From an optimization exercise on the open Yosys and OpenROAD flow, aimed at small area; shortcuts taken in it are not production practice. In this exercise RTL edits were held to simulation tests only and were not proved equivalent to the original. Power figures rest on the tool's default switching activity, not on a simulated workload.

--- flow/run.sh ---
#!/bin/bash
# synth_recipe.tcl (not shown) runs the flow's synth.tcl, then flattens the netlist and writes it again
# the make line also repeats each setting of config.mk as NAME=value (left out here)
make -C /OpenROAD-flow-scripts/flow DESIGN_CONFIG=/design/flow/config.mk WORK_HOME=/design/flow/orfs CLKGATE_MAP_FILE= SYNTH_SCRIPT=/design/flow/synth_recipe.tcl finish
--- flow/config.mk ---
export PLATFORM = sky130hd
export DESIGN_NAME = regfile_2r2w
export DESIGN_NICKNAME = regfile_2r2w
export VERILOG_FILES = /design/flow/design.v
export SDC_FILE = /design/flow/constraint.sdc
export NUM_CORES = 4
export LEC_CHECK = 0
export CAP_MARGIN = 20
export CORE_MARGIN = 2
export CORE_UTILIZATION = 40
export SLEW_MARGIN = 20
--- flow/constraint.sdc ---
create_clock -name core_clock -period 5.0 [get_ports {clk}]
set_input_delay 1.0000 -clock core_clock [delete_from_list [all_inputs] [get_ports {clk}]]
set_output_delay 1.0000 -clock core_clock [all_outputs]
set_load 0.01 [all_outputs]
--- flow/design.v ---
`default_nettype none
package copperv_cpu_pkg;
    localparam int c_default_data_width = 32;
    localparam int c_default_reg_width  = 5;
    function automatic int reg_idx(input int addr, input int width);
        reg_idx = addr * width;
    endfunction
endpackage
`default_nettype wire
`default_nettype none
module regfile_read_port #(
    parameter int DATA_WIDTH = copperv_cpu_pkg::c_default_data_width,
    parameter int REG_WIDTH  = copperv_cpu_pkg::c_default_reg_width,
    parameter int REG_LENGTH = 2 ** REG_WIDTH,
    parameter int NUM_WRITE  = 1,
    parameter int BYPASS     = 1,
    parameter int ZERO_REG   = 1
) (
    input  logic                             clk,
    input  logic                             rst,
    input  logic                             rd_en,
    input  logic [REG_WIDTH-1:0]             rd_addr,
    input  logic [REG_LENGTH*DATA_WIDTH-1:0] mem_flat,
    input  logic [REG_LENGTH-1:0]            busy_vec,
    input  logic [NUM_WRITE-1:0]             wr_en,
    input  logic [NUM_WRITE*REG_WIDTH-1:0]   wr_addr,
    input  logic [NUM_WRITE*DATA_WIDTH-1:0]  wr_data,
    output logic [DATA_WIDTH-1:0]            rd_data,
    output logic                             rd_busy
);
    logic                  w_hit;
    logic [DATA_WIDTH-1:0] w_byp_data;
    logic [DATA_WIDTH-1:0] w_mem_data;
    logic                  w_is_zero;
    logic [DATA_WIDTH-1:0] w_data_next;
    logic                  w_busy_next;
    logic [DATA_WIDTH-1:0] r_rd_data;
    logic                  r_rd_busy;
    always_comb begin
        w_hit      = 1'b0;
        w_byp_data = '0;
        w_mem_data = mem_flat[copperv_cpu_pkg::reg_idx(int'(rd_addr), DATA_WIDTH) +: DATA_WIDTH];
        for (int k = 0; k < NUM_WRITE; k++) begin
            if (wr_en[k] && (wr_addr[copperv_cpu_pkg::reg_idx(k, REG_WIDTH) +: REG_WIDTH] == rd_addr)) begin
                w_hit      = 1'b1;
                w_byp_data = wr_data[copperv_cpu_pkg::reg_idx(k, DATA_WIDTH) +: DATA_WIDTH];
            end
        end
        w_is_zero = (ZERO_REG != 0) && (rd_addr == '0);
        if (w_is_zero) begin
            w_data_next = '0;
            w_busy_next = 1'b0;
        end else begin
            w_data_next = ((BYPASS != 0) && w_hit) ? w_byp_data : w_mem_data;
            w_busy_next = busy_vec[rd_addr] & ~w_hit;
        end
    end
    always_ff @(posedge clk) begin
        if (!rst) begin
            r_rd_data <= '0;
            r_rd_busy <= 1'b0;
        end else if (rd_en) begin
            r_rd_data <= w_data_next;
            r_rd_busy <= w_busy_next;
        end
    end
    assign rd_data = r_rd_data;
    assign rd_busy = r_rd_busy;
endmodule
`default_nettype wire
`default_nettype none
module regfile_mp #(
    parameter int DATA_WIDTH = copperv_cpu_pkg::c_default_data_width,
    parameter int REG_WIDTH  = copperv_cpu_pkg::c_default_reg_width,
    parameter int NUM_READ   = 2,
    parameter int NUM_WRITE  = 1,
    parameter int BYPASS     = 1,
    parameter int ZERO_REG   = 1,
    parameter int REG_LENGTH = 2 ** REG_WIDTH
) (
    input  logic                            clk,
    input  logic                            rst,
    input  logic [NUM_WRITE-1:0]            wr_en,
    input  logic [NUM_WRITE*REG_WIDTH-1:0]  wr_addr,
    input  logic [NUM_WRITE*DATA_WIDTH-1:0] wr_data,
    input  logic [NUM_READ-1:0]             rd_en,
    input  logic [NUM_READ*REG_WIDTH-1:0]   rd_addr,
    output logic [NUM_READ*DATA_WIDTH-1:0]  rd_data,
    output logic [NUM_READ-1:0]             rd_busy,
    input  logic                            busy_set_en,
    input  logic [REG_WIDTH-1:0]            busy_set_addr,
    output logic [REG_LENGTH-1:0]           busy_vec
);
    logic [DATA_WIDTH-1:0]            r_mem [REG_LENGTH];
    logic [REG_LENGTH*DATA_WIDTH-1:0] w_mem_flat;
    logic [REG_LENGTH-1:0]            r_busy_vec;
    logic [REG_LENGTH-1:0]            w_busy_next;
    for (genvar i = 0; i < REG_LENGTH; i++) begin : g_flat
        assign w_mem_flat[i*DATA_WIDTH +: DATA_WIDTH] = r_mem[i];
    end
    always_ff @(posedge clk) begin
        if (!rst) begin
            for (int i = 0; i < REG_LENGTH; i++) begin
                r_mem[i] <= '0;
            end
        end else begin
            for (int k = 0; k < NUM_WRITE; k++) begin
                if (wr_en[k] &&
                    !((ZERO_REG != 0) && (wr_addr[copperv_cpu_pkg::reg_idx(k, REG_WIDTH) +: REG_WIDTH] == '0))) begin
                    r_mem[wr_addr[copperv_cpu_pkg::reg_idx(k, REG_WIDTH) +: REG_WIDTH]] <=
                        wr_data[copperv_cpu_pkg::reg_idx(k, DATA_WIDTH) +: DATA_WIDTH];
                end
            end
        end
    end
    always_comb begin
        w_busy_next = r_busy_vec;
        for (int k = 0; k < NUM_WRITE; k++) begin
            if (wr_en[k]) begin
                w_busy_next[wr_addr[copperv_cpu_pkg::reg_idx(k, REG_WIDTH) +: REG_WIDTH]] = 1'b0;
            end
        end
        if (busy_set_en && !((ZERO_REG != 0) && (busy_set_addr == '0))) begin
            w_busy_next[busy_set_addr] = 1'b1;
        end
    end
    always_ff @(posedge clk) begin
        if (!rst) begin
            r_busy_vec <= '0;
        end else begin
            r_busy_vec <= w_busy_next;
        end
    end
    assign busy_vec = r_busy_vec;
    for (genvar j = 0; j < NUM_READ; j++) begin : g_rd
        regfile_read_port #(
            .DATA_WIDTH (DATA_WIDTH),
            .REG_WIDTH  (REG_WIDTH),
            .REG_LENGTH (REG_LENGTH),
            .NUM_WRITE  (NUM_WRITE),
            .BYPASS     (BYPASS),
            .ZERO_REG   (ZERO_REG)
        ) u_rd (
            .clk      (clk),
            .rst      (rst),
            .rd_en    (rd_en[j]),
            .rd_addr  (rd_addr[j*REG_WIDTH +: REG_WIDTH]),
            .mem_flat (w_mem_flat),
            .busy_vec (r_busy_vec),
            .wr_en    (wr_en),
            .wr_addr  (wr_addr),
            .wr_data  (wr_data),
            .rd_data  (rd_data[j*DATA_WIDTH +: DATA_WIDTH]),
            .rd_busy  (rd_busy[j])
        );
    end
endmodule
`default_nettype wire
`default_nettype none
module regfile_2r2w (
    input  logic         clk,
    input  logic         rst,
    input  logic [1:0]   wr_en,
    input  logic [9:0]   wr_addr,
    input  logic [63:0]  wr_data,
    input  logic [1:0]   rd_en,
    input  logic [9:0]   rd_addr,
    output logic [63:0]  rd_data,
    output logic [1:0]   rd_busy,
    input  logic         busy_set_en,
    input  logic [4:0]   busy_set_addr,
    output logic [31:0]  busy_vec
);
    regfile_mp #(
        .DATA_WIDTH (32),
        .REG_WIDTH  (5),
        .NUM_READ   (2),
        .NUM_WRITE  (2),
        .BYPASS     (1),
        .ZERO_REG   (1)
    ) u_rf (
        .clk           (clk),
        .rst           (rst),
        .wr_en         (wr_en),
        .wr_addr       (wr_addr),
        .wr_data       (wr_data),
        .rd_en         (rd_en),
        .rd_addr       (rd_addr),
        .rd_data       (rd_data),
        .rd_busy       (rd_busy),
        .busy_set_en   (busy_set_en),
        .busy_set_addr (busy_set_addr),
        .busy_vec      (busy_vec)
    );
endmodule
`default_nettype wire
==> reports/qor.yml <==
timing:
  fmax_mhz: 244
  timing.final.ws_setup_ns: 0.905
  rsz0062_at_grt: "false"
  fin_crit_sh_pct: 81.9
  finClkSkew_ns: 0.0702
  max_slew_margin_pct: 17.4
  finalSetupTns_ns: 0
  drv_slew: 0
  setup_viol: 0
  finalHoldViolCount: 0
  worst_pin_slew_ns: 1.23
  period_minus_slack_ns: 4.10
clock_tree:
  cts_root_buf: "clkbuf_16"
  h-tree-depth: 3
  postCtsHoldBufs: 0
  post_cts_buffers: 0
  numCtsBuffers: 119
  cts.path.max_buffers: 3
  cts_resized: 0
  cts_tree: "done"
  clkSlewWorstSetupHoldPaths_ns: 0.06
  numClockSinks: 1122
  clkLatencyLatePin_ns: 0.81
placed_design:
  portBuffers: 193
  gp_congestion: 0.935
  placed_cells: 7402
  pre_cts_ws_ns: 0.301
  hpwl_um: 175000
cells_and_area:
  drive_gt1_share_pct: 12.3
  final_cells: 7636
  layout_commonest_cell: "a22o_1"
  nets: 5460
  fill_cells: 14500
  area_delta_synth_final_pct: 14.0
  layout_common_cells: "1025 x a22o_1, 1024 x edfxtp_1, 955 x mux2i_1"
synthesis:
  netlist_area_mm2: 0.0652
  synth_fa_ha_area_share_pct: 0.288
  synth_simple_gate_area_share_pct: 5.80
  synth_seq_cells: 1122
  synth_compound_area_share_pct: 22.8
  ys_seq_area_share_pct: 50.2
  synth_nets: 5587
  syn_area_per_cell_um2: 11.9
  synth-xor-area-share_pct: 0.390
  synth.area.mux_share_pct: 15.4
  synth.distinct_cells: 71
  netlist_instances: 5476
  yosysWarnings: 2
  ys.flop_type: "edfxtp_1"
  synth_top_family_by_area: "compound AO/OA/AOI/OAI gates"
  synth_async_sr_flop_share_pct: 0
  synth_edf_count: 1024
worst_setup_path:
  crit_slowest_cell: "clkdlybuf4s50_1"
  critical_path_required_ns: 5.64
  arrival_ns: 4.74
  crit_fanout: 32
  critPathTopFamily: "buffers and inverters"
  path_cells: "clkdlybuf4s50_1 -> inv_1 -> ha_1 -> nor3b_1 -> ha_1 -> nor2_2 -> nand3_2 -> buf_4 -> nor2_4 -> buf_4 -> a22o_1"
  cp-end-kind: "flop"
  path_class: "in -> reg"
  critPathMaxStageDelay_ns: 0.79
  cp_num_buf_inv: 4
  cp-start-kind: "primary input"
floorplanning:
  die_area_mm2: 0.166
  initial_core_util_pct: 40.1
  die_w_um: 408
  die_y_um: 408
  coreArea_mm2: 0.162
  ios: 194
  rows: 148
power_and_ir_drop:
  peakVddDrop_v: 0.000302
  pwr-share-clk_pct: 38.4
  combPwrFrac_pct: 13.4
  p_seq_share_pct: 48.2
  powerDensity_mw_per_mm2: 311
  intPower_mw: 16.7
  p_leak_nw: 27.0
  switching_share_pct: 27.6
  switching_power_mw: 6.38
global_route:
  grt_pass1_vias: 51400
  globalRouteOverflowTotal: 0
  grt_pass1_wl_um: 394000
  grt_max_degree: 148
  grtUsageTotal_pct: 33.2
  antenna_found_initial: 8
detailed_routing:
  routed_wl_um: 287000
  avgViaCountPerCell: 7.06
  wire_per_inst_um: 37.6
  ant_nets: 0
  firstDrtPassIters: 6
  via_count: 53900
  drc: 0
  drt_iter0_drc: 8119
job:
  drv_cap: 0
status:
  status: "finished clean"
min_path:
  hold_path_class: "reg -> reg"
-- cells in the mapped netlist, drive strengths merged, types with 71 or more instances --
master	instances	area, um^2
edfxtp	1024	30700
nand4	134	838
nor2	242	923
a21oi	109	546
nand2	89	337
buf	265	1370
clkbuf	500	1880
o21ai	71	355
a22o	1025	8980
dfxtp	98	1960
mux2i	955	9560
a22oi	464	3480
-- routing by layer --
layer	global-route usage [%]	part of all wire (%)
met1	41.9	37
met2	50.4	44
met3	8.74	12
met4	20.9	7.1
met5	0.144	0.019
-- flip-flops by register name, indices dropped and copies added (netlist names) --
name	count
u_rf.g_rd.u_rd.r_rd_data	64
u_rf.r_busy_vec	32
u_rf.r_mem	1024
u_rf.g_rd.u_rd.r_rd_busy	2
-- worst min-delay path: stages, from the launching register on --
cell and delay, ns:
dfxtp_1 0.31, nand2_1 0.05, o21ai_1 0.05
-- area by class of cell --
class	count	area [um^2]	area share [%]
Clock inverter	63	512	0.689
Inverter	20	75.1	0.101
Multi-Input combinational cell	3569	29800	40.2
Tap cell	2175	2720	3.66
Sequential cell	1122	32700	44.0
Clock buffer	165	3310	4.46
Antenna cell	5	12.5	0.0168
Timing Repair Buffer	517	5120	6.89
-- power groups by stage --
stage | combinational (mW) | clock, mW | sequential [mW]
6_report | 3.10 | 8.88 | 11.1
2_1_floorplan | 1.72 | 0 | 11.2
4_1_cts | 3.01 | 8.89 | 11.1
3_3_place_gp | 2.98 | 0 | 11.3
3_5_place_dp | 3.01 | 0 | 11.3
5_1_grt | 3.18 | 9.27 | 11.2
-- path summary, 6_finish.rpt --
| check | start | end | slack, ns | depth (start not counted) |
|---|---|---|---|---|
| max | wr_addr[5] | u_rf.r_mem[28][11] | 0.90 | 11 |
| min | u_rf.g_rd[0].u_rd.r_rd_data[15] | u_rf.g_rd[0].u_rd.r_rd_data[15] | 0.45 | 2 |
| max reg2reg | u_rf.r_mem[19][30] | u_rf.g_rd[1].u_rd.r_rd_data[30] | 2.82 | 6 |
| min reg2reg | u_rf.g_rd[0].u_rd.r_rd_data[15] | u_rf.g_rd[0].u_rd.r_rd_data[15] | 0.45 | 2 |
-- stage by stage --
stage	area [um^2]	total power, mW	utilization (%)	hold slack [ns]
after floorplan	65200	13.0	-	0.443
after detailed placement	70400	14.3	43.4	0.442
final	74300	23.1	45.8	0.446
after CTS	74300	23.0	45.7	0.451
after global placement	70400	14.3	43.3	0.438
after global routing	74300	23.6	45.8	0.470
-- kinds of logic after synthesis --
logic type | Yosys count
simple gates | 714
xor+xnor | 29
fa+ha+maj | 15
compound gates | 1834
flops | 1122
buf+inv | 785
mux | 977

-- port drivers added, routing unchanged --
How much do the figures lean on ideal ports? The routed layout below was timed once more, with nothing changed but the port constraints.
Step 1, drivers: a clkbuf_16 drives clk and a buf_2 each remaining input, both assumed.
Step 2 adds t to the input delays and takes it off the output delays; t is the mean of the earliest and latest rising clock arrival at the registers after step 1. Input paths then give back, and output paths get back, about the clock's delay inside the block.
Slacks: ideal ports / drivers / drivers and shift; pairs: ideal ports / drivers.
t (ns): 0.859
setup slack, ns: 0.905 / 0.964 / 0.105
latest minus earliest clock arrival (ns): 0.073 / 0.073
cell pins on the clock port's net: 1
After both steps this run still meets setup and hold. For this run, drivers alone change the setup slack by +0.059 ns; drivers and shift together by -0.800 ns.
